Background: an optimization exercise with open tools, aiming at small area and a short achievable clock period. Do not read the settings as production practice.
Where RTL was checked, it was by simulation tests only, not by an equivalence proof against the original.
Power and IR drop assume default switching activity.

==> v35 <==
Design am_mult_top, start of the top module:
module am_mult_top
(
  input  logic                      clk,
  input  logic                      arst_n,
  input  logic [am_pkg::OP_W-1:0]   a,
  input  logic [am_pkg::OP_W-1:0]   b,
  output logic [am_pkg::PROD_W-1:0] product
);
Settings: LEC_CHECK=0, CAP_MARGIN=20, CORE_MARGIN=2, CORE_UTILIZATION=65, CTS_CLUSTER_DIAMETER=120, CTS_CLUSTER_SIZE=26, SLEW_MARGIN=20, SYNTH_HIERARCHICAL=1, SYNTH_MINIMUM_KEEP_SIZE=0, BUFFER_PORTS_ARGS=-buffer_cell sky130_fd_sc_hd__buf_2, SETUP_SLACK_MARGIN=6.3; clock period 9.5 ns.
standard.sh (not shown) runs the stock make flow with config.mk's settings and CLKGATE_MAP_FILE= SYNTH_SCRIPT=/design/flow/synth_recipe.tcl, a recipe that flattens the netlist after the stock synthesis.
==> flow/flow/run.sh <==
#!/bin/bash
# The standard layout, with two changes to how ORFS builds it:
#  - ports are buffered with buf_2 (buffer_ports otherwise picks a slow
#    delay cell, which sits on every output path);
#  - repair_timing aims for 6.3 ns of setup slack at the design's period,
#    so that it sizes the critical paths (the SDC is not changed).
set -euo pipefail
echo 'export BUFFER_PORTS_ARGS = -buffer_cell sky130_fd_sc_hd__buf_2' >> config.mk
echo 'export SETUP_SLACK_MARGIN = 6.3' >> config.mk
bash standard.sh > standard.log 2>&1
==> v28: changes against v35 <==
==> flow/flow/run.sh (replaced) <==
#!/bin/bash
# The standard layout, with two changes to how ORFS builds it:
#  - ports are buffered with buf_2 (buffer_ports otherwise picks a slow
#    delay cell, which sits on every output path);
#  - repair_timing aims for 6.5 ns of setup slack at the design's period,
#    so that it sizes the critical paths (the SDC is not changed).
set -euo pipefail
echo 'export BUFFER_PORTS_ARGS = -buffer_cell sky130_fd_sc_hd__buf_2' >> config.mk
echo 'export SETUP_SLACK_MARGIN = 6.5' >> config.mk
bash standard.sh > standard.log 2>&1
- CTS_CLUSTER_DIAMETER: 120 -> default
- CTS_CLUSTER_SIZE: 26 -> default
- SETUP_SLACK_MARGIN: 6.3 -> 6.5
==> v7: changes against v35 <==
==> flow/flow/run.sh (replaced) <==
#!/bin/bash
# The standard layout (standard.sh), with one change to how ORFS builds
# it: the ports are buffered with buf_2. buffer_ports otherwise picks a slow
# delay cell (clkdlybuf4s50), which then sits on every output path.
set -euo pipefail
echo 'export BUFFER_PORTS_ARGS = -buffer_cell sky130_fd_sc_hd__buf_2' >> config.mk
bash standard.sh > standard.log 2>&1
- CTS_CLUSTER_SIZE: 26 -> 22
- PLACE_DENSITY: default -> 0.8
- SETUP_SLACK_MARGIN: 6.3 -> default
==> v5: changes against v35 <==
- CTS_CLUSTER_SIZE: 26 -> 22
==> flow_summary.json <==
{
  "status": "finished clean",
  "min_from": "ops_i.a_r[60]",
  "rr_endpoint": "tree_i.cs_q[78]",
  "p_sw_frac": 0.411,
  "track_usage": 0.326,
  "p_per_area_nw_per_um2": 372,
  "cp_num_cells": 7,
  "place_area_um2": 22900,
  "worstHoldEndpoint": "ops_i.a_q[12]",
  "p_seq_mw": 2.34,
  "vdd_drop_max_uv": 357,
  "gp_congestion": 0.886
}
(the above is from v28)
==> flow_summary.json <==
{
  "status": "finished clean",
  "p_sw_frac": 0.428,
  "track_usage": 0.306,
  "vdd_drop_max_uv": 264,
  "worstHoldEndpoint": "ops_i.a_q[22]",
  "place_area_um2": 22900,
  "p_per_area_nw_per_um2": 352,
  "area_dominant_class": "multi-input gates",
  "met1Wirelength_mm": 23.5,
  "cp_num_cells": 7,
  "gp_congestion": 0.900,
  "min_from": "ops_i.a_r[70]"
}
(the above is from v5)
==> flow_summary.json <==
{
  "worstHoldEndpoint": "ops_i.a_q[8]",
  "vdd_drop_max_uv": 287,
  "gp_congestion": 0.932,
  "synth_common_cells": "341 x dfxtp_1, 318 x xnor2_1, 269 x fa_1, 249 x a22oi_1, 79 x buf_6",
  "hold_class": "flip-flop to flip-flop",
  "p_seq_mw": 2.34,
  "p_per_area_nw_per_um2": 352,
  "status": "finished clean",
  "avgSynthCellArea_um2": 12.4,
  "rr_endpoint": "tree_i.cs_q[78]",
  "rows": 68,
  "min_from": "ops_i.a_r[56]",
  "yosysMostFrequentCell": "dfxtp_1",
  "setup_slack_ps": 5770,
  "place_area_um2": 22900,
  "track_usage": 0.305
}
(the above is from v7)
==> flow_summary.json <==
{
  "place_area_um2": 22900,
  "p_sw_frac": 0.429,
  "grt.overflow.total": 0,
  "grt_use_met3": 0.0887,
  "synth_top_family_by_area": "adder cells",
  "rr_endpoint": "tree_i.cs_q[69]",
  "min_from": "ops_i.a_r[60]",
  "seq_cells": 394,
  "gp_congestion": 0.900,
  "p_per_area_nw_per_um2": 351,
  "clk_pin_slew_ps": 100,
  "status": "finished clean",
  "ys_types": 61,
  "vdd_drop_max_uv": 274,
  "p_seq_mw": 2.31,
  "worstHoldEndpoint": "ops_i.a_q[12]"
}
(the above is from v35)

---

==> inputs of run a <==
Starting RTL as in the previous note.
## am_mult_top
module am_mult_top
(
  input  logic                      clk,
  input  logic                      arst_n,
  input  logic [am_pkg::OP_W-1:0]   a,
  input  logic [am_pkg::OP_W-1:0]   b,
  output logic [am_pkg::PROD_W-1:0] product
);
  logic [am_pkg::OP_W-1:0]  a_q;
  logic [am_pkg::NDIG-1:0]  one_q;
  logic [am_pkg::NDIG-1:0]  two_q;
  logic [am_pkg::NDIG-1:0]  neg_q;
  logic                     b23_q;
  logic [am_pkg::CUT_W-1:0] cs_q;
  logic [4:0]               valid;
  always_ff @(posedge clk or negedge arst_n) begin
    if (!arst_n) begin
      valid <= '0;
    end else begin
      valid <= {valid[3:0], 1'b1};
    end
  end
  pp_init_stage ops_i (
    .clk   (clk),
    .a     (a),
    .b     (b),
    .a_q   (a_q),
    .one_q (one_q),
    .two_q (two_q),
    .neg_q (neg_q),
    .b23_q (b23_q)
  );
  csa_row_stage tree_i (
    .clk  (clk),
    .a    (a_q),
    .one  (one_q),
    .two  (two_q),
    .neg  (neg_q),
    .b23  (b23_q),
    .cs_q (cs_q)
  );
  cpa_stage cpa_i (
    .clk     (clk),
    .arst_n  (arst_n),
    .valid   (valid[4]),
    .cs      (cs_q),
    .product (product)
  );
endmodule
clock: 9.5 ns
lec_check: 0
cap_margin: 20
core_margin: 2
core_utilization: 65
cts_cluster_diameter: 120
cts_cluster_size: 22
slew_margin: 20
synth_hierarchical: 1
synth_minimum_keep_size: 0
buffer_ports_args: -buffer_cell sky130_fd_sc_hd__buf_2
==> flow/flow/run.sh <==
#!/bin/bash
# The standard layout (standard.sh), with one change to how ORFS builds
# it: the ports are buffered with buf_2. buffer_ports otherwise picks a slow
# delay cell (clkdlybuf4s50), which then sits on every output path.
set -euo pipefail
echo 'export BUFFER_PORTS_ARGS = -buffer_cell sky130_fd_sc_hd__buf_2' >> config.mk
bash standard.sh > standard.log 2>&1
==> run b: changes against run a <==
==> flow/flow/run.sh (replaced) <==
#!/bin/bash
# The standard layout, with two changes to how ORFS builds it:
#  - ports are buffered with buf_2 (buffer_ports otherwise picks a slow
#    delay cell, which sits on every output path);
#  - repair_timing aims for 6.3 ns of setup slack at the design's period,
#    so that it sizes the critical paths (the SDC is not changed).
set -euo pipefail
echo 'export BUFFER_PORTS_ARGS = -buffer_cell sky130_fd_sc_hd__buf_2' >> config.mk
echo 'export SETUP_SLACK_MARGIN = 6.3' >> config.mk
bash standard.sh > standard.log 2>&1
==> flow/config.mk (replaced) <==
export PLATFORM = sky130hd
export DESIGN_NAME = am_mult_top
export DESIGN_NICKNAME = am_mult_top
export VERILOG_FILES = /design/flow/design.v
export SDC_FILE = /design/flow/constraint.sdc
export NUM_CORES = 4
export LEC_CHECK = 0
export CAP_MARGIN = 20
export CORE_MARGIN = 2
export CORE_UTILIZATION = 65
export SLEW_MARGIN = 20
export SYNTH_HIERARCHICAL = 1
export SYNTH_MINIMUM_KEEP_SIZE = 0
export BUFFER_PORTS_ARGS = -buffer_cell sky130_fd_sc_hd__buf_2
export SETUP_SLACK_MARGIN = 6.3
==> run c: changes against run a <==
--- a/flow/design.v
+++ b/flow/design.v
@@ -10,44 +10,34 @@
   input  logic [am_pkg::OP_W-1:0]  a,
   input  logic [am_pkg::OP_W-1:0]  b,
   output logic [am_pkg::OP_W-1:0]  a_q,
   output logic [am_pkg::NDIG-1:0]  one_q,
   output logic [am_pkg::NDIG-1:0]  two_q,
   output logic [am_pkg::NDIG-1:0]  neg_q,
   output logic                     b23_q
 );
-  logic [2:0][am_pkg::OP_W-1:0] a_r;
-  logic [2:0][am_pkg::OP_W-1:0] b_r;
-  logic [am_pkg::OP_W:0]        bx;
-  logic [am_pkg::NDIG-1:0]      one;
-  logic [am_pkg::NDIG-1:0]      two;
-  logic [am_pkg::NDIG-1:0]      neg;
-  always_ff @(posedge clk) begin
-    a_r[0] <= a;
-    b_r[0] <= b;
-    for (int i = 1; i < 3; i++) begin
-      a_r[i] <= a_r[i-1];
-      b_r[i] <= b_r[i-1];
-    end
-  end
-  assign bx = {b_r[2], 1'b0};
+  logic [am_pkg::OP_W:0]   bx;
+  logic [am_pkg::NDIG-1:0] one;
+  logic [am_pkg::NDIG-1:0] two;
+  logic [am_pkg::NDIG-1:0] neg;
+  assign bx = {b, 1'b0};
   always_comb begin
     for (int i = 0; i < am_pkg::NDIG; i++) begin
       one[i] = bx[2*i+1] ^ bx[2*i];
       two[i] = (bx[2*i+2] & ~bx[2*i+1] & ~bx[2*i]) | (~bx[2*i+2] & bx[2*i+1] & bx[2*i]);
       neg[i] = bx[2*i+2];
     end
   end
   always_ff @(posedge clk) begin
-    a_q   <= a_r[2];
+    a_q   <= a;
     one_q <= one;
     two_q <= two;
     neg_q <= neg;
-    b23_q <= b_r[2][am_pkg::OP_W-1];
+    b23_q <= b[am_pkg::OP_W-1];
   end
 endmodule
 module am_fa
 (
   input  logic x,
   input  logic y,
   input  logic z,
   output logic s,
@@ -2195,21 +2185,27 @@
   assign pg339 = pg275 | (pp276 & pg311);
   assign pp340 = pp276 & pp312;
   assign pg341 = pg277 | (pp278 & pg311);
   assign pp342 = pp278 & pp312;
   assign pg343 = pg279 | (pp280 & pg311);
   assign pp344 = pp280 & pp312;
   assign cy = {pg343, pg341, pg339, pg337, pg335, pg333, pg331, pg329, pg327, pg325, pg323, pg321, pg319, pg317, pg315, pg313, pg311, pg309, pg307, pg305, pg303, pg301, pg299, pg297, pg295, pg293, pg291, pg289, pg287, pg285, pg283, pg281, pg247, pg245, pg243, pg241, pg239, pg237, pg235, pg233, pg191, pg189, pg187, pg185, pg139, pg137, pg89, g[0]};
   assign sum = p ^ {cy[am_pkg::PROD_W-2:0], 1'b0};
+  logic [2:0][am_pkg::PROD_W-1:0] p_r;
+  always_ff @(posedge clk) begin
+    p_r[0] <= sum;
+    p_r[1] <= p_r[0];
+    p_r[2] <= p_r[1];
+  end
   always_ff @(posedge clk or negedge arst_n) begin
     if (!arst_n) begin
       product <= '0;
     end else begin
-      product <= valid ? sum : '0;
+      product <= valid ? p_r[2] : '0;
     end
   end
 endmodule
 module am_mult_top
 (
   input  logic                      clk,
   input  logic                      arst_n,
   input  logic [am_pkg::OP_W-1:0]   a,
==> flow/flow/run.sh (replaced) <==
#!/bin/bash
# The standard layout, with two changes to how ORFS builds it:
#  - ports are buffered with buf_2 (buffer_ports otherwise picks a slow
#    delay cell, which sits on every output path);
#  - repair_timing aims for 6.3 ns of setup slack at the design's period,
#    so that it sizes the critical paths (the SDC is not changed).
set -euo pipefail
echo 'export BUFFER_PORTS_ARGS = -buffer_cell sky130_fd_sc_hd__buf_2' >> config.mk
echo 'export SETUP_SLACK_MARGIN = 6.3' >> config.mk
bash standard.sh > standard.log 2>&1
==> flow/config.mk (replaced) <==
export PLATFORM = sky130hd
export DESIGN_NAME = am_mult_top
export DESIGN_NICKNAME = am_mult_top
export VERILOG_FILES = /design/flow/design.v
export SDC_FILE = /design/flow/constraint.sdc
export NUM_CORES = 4
export LEC_CHECK = 0
export CAP_MARGIN = 50
export CORE_MARGIN = 2
export CORE_UTILIZATION = 65
export CTS_CLUSTER_DIAMETER = 120
export CTS_CLUSTER_SIZE = 22
export SLEW_MARGIN = 70
export SYNTH_HIERARCHICAL = 1
export SYNTH_MINIMUM_KEEP_SIZE = 0
export BUFFER_PORTS_ARGS = -buffer_cell sky130_fd_sc_hd__buf_2
export SETUP_SLACK_MARGIN = 6.3
==> run d: changes against run a <==
==> flow/flow/run.sh (replaced) <==
#!/bin/bash
# The standard layout, with two changes to how ORFS builds it:
#  - ports are buffered with buf_2 (buffer_ports otherwise picks a slow
#    delay cell, which sits on every output path);
#  - repair_timing aims for 6.4 ns of setup slack at the design's period,
#    so that it sizes the critical paths (the SDC is not changed).
set -euo pipefail
echo 'export BUFFER_PORTS_ARGS = -buffer_cell sky130_fd_sc_hd__buf_2' >> config.mk
echo 'export SETUP_SLACK_MARGIN = 6.4' >> config.mk
bash standard.sh > standard.log 2>&1
==> flow/config.mk (replaced) <==
export PLATFORM = sky130hd
export DESIGN_NAME = am_mult_top
export DESIGN_NICKNAME = am_mult_top
export VERILOG_FILES = /design/flow/design.v
export SDC_FILE = /design/flow/constraint.sdc
export NUM_CORES = 4
export LEC_CHECK = 0
export CAP_MARGIN = 50
export CORE_MARGIN = 2
export CORE_UTILIZATION = 65
export CTS_CLUSTER_DIAMETER = 120
export CTS_CLUSTER_SIZE = 22
export SLEW_MARGIN = 70
export SYNTH_HIERARCHICAL = 1
export SYNTH_MINIMUM_KEEP_SIZE = 0
export BUFFER_PORTS_ARGS = -buffer_cell sky130_fd_sc_hd__buf_2
export SETUP_SLACK_MARGIN = 6.4
==> run summary <==
item                                                                                       run d                    run a                    run c                    run b
Area share of the largest cell type after synthesis                                       29.85%                   29.85%                   29.71%                   29.85%
Max Clock Freq                                                                        0.3149 GHz               0.3060 GHz               0.3043 GHz               0.3167 GHz
Clock Skew                                                                              29.63 ps                 20.67 ps                 40.10 ps                 13.24 ps
Unrepaired setup endpoints after global routing                                             true                    false                     true                     true
Adder and majority gate portion of the synthesized area                                   27.27%                   27.27%                   27.14%                   27.27%
Post-Route M1 WL                                                                        23560 µm                 23450 µm                 23630 µm                 23590 µm
Result of the run                                                        complete, no violations  complete, no violations  complete, no violations  complete, no violations
Worst skew pair latency                                                                   550 ps                   560 ps                   580 ps                   570 ps
Number of cell instances on the worst register-to-register path                                7                        7                       11                        7
Comb_multi_in                                                                               1240                     1240                     1245                     1240
Start point of the worst hold path                                         ops_i.a_r[29]$_DFF_P_    ops_i.a_r[70]$_DFF_P_    cpa_i.p_r[69]$_DFF_P_    ops_i.a_r[54]$_DFF_P_
Length of the first detailed-routing pass in iterations                                        7                        8                        7                        7
Layout buffer count excluding clock buffers                                                  176                      157                      167                      158
Power per cell area                                                                 349.5 nW/µm²             353.3 nW/µm²             372.6 nW/µm²             369.2 nW/µm²
Summed instance area of the synthesized netlist                                        22870 µm²                22870 µm²                22980 µm²                22870 µm²
Multiplexer fraction of the synthesized cell area                                        0.2189%                  0.2189%                       0%                  0.2189%
Number of clock buffers inserted by TritonCTS                                                 21                       21                       21                       40
Power dissipated in sequential cells                                                     2320 µW                  2310 µW                  2640 µW                  2320 µW
Met3 track demand over resource                                                           8.335%                   9.547%                   7.053%                   9.859%
Clock distribution area overhead in the final layout                                      2.251%                   2.397%                   2.393%                   5.492%
Clock slew at the register clock pins of the worst setup and hold paths                   100 ps                    90 ps                    90 ps                    70 ps
Post-Place Cells                                                                            2292                     2291                     2293                     2291
R2R setup slack                                                                          6320 ps                  6230 ps                  6210 ps                  6340 ps
Effective utilization at floorplan                                                        66.04%                   66.04%                   66.19%                   66.04%
Comb pwr                                                                                 5410 µW                  5070 µW                  5470 µW                  5200 µW
Die area                                                                               36700 µm²                36700 µm²                36870 µm²                36700 µm²
Post-layout minimum cycle time                                                           3175 ps                  3268 ps                  3286 ps                  3157 ps
For run c, only the layout was checked, not whether the RTL still works.

afterwards: timing with drivers on the ports:
The flow's constraints put no driver on any port. The routed layouts listed below were extracted and timed again, unchanged, in two steps. Step 1 sets driving cells, clkbuf_16 on the clock port and buf_2 on the other inputs (assumed; they add their load-dependent delay and slew). Step 2 also shifts input and output timing later by t, the mid clock arrival at the registers, as if the neighbouring blocks saw the same clock. a / b / c = ideal ports / drivers / drivers and shift; a / b = the first two.
run | shift t [ns] | slack for setup (ns) | latest minus earliest clock arrival (ns) | worst register clock-pin slew, ns
v35 | 0.591 | 6.280 / 6.280 / 6.280 | 0.028 / 0.029 | 0.11 / 0.11
v28 | 0.614 | 6.444 / 6.444 / 6.444 | 0.023 / 0.024 | 0.07 / 0.07
v7 | 0.601 | 5.772 / 5.772 / 5.772 | 0.021 / 0.021 | 0.10 / 0.10
v5 | 0.605 | 6.332 / 6.332 / 6.332 | 0.025 / 0.025 | 0.09 / 0.09
run a | 0.605 | 6.232 / 6.232 / 6.232 | 0.023 / 0.023 | 0.10 / 0.10
run b | 0.618 | 6.343 / 6.343 / 6.343 | 0.013 / 0.014 | 0.07 / 0.07
run c | 0.613 | 6.214 / 6.214 / 6.214 | 0.044 / 0.044 | 0.10 / 0.10
run d | 0.593 | 6.325 / 6.325 / 6.325 | 0.031 / 0.032 | 0.10 / 0.10
After both steps every run listed still meets setup and hold.
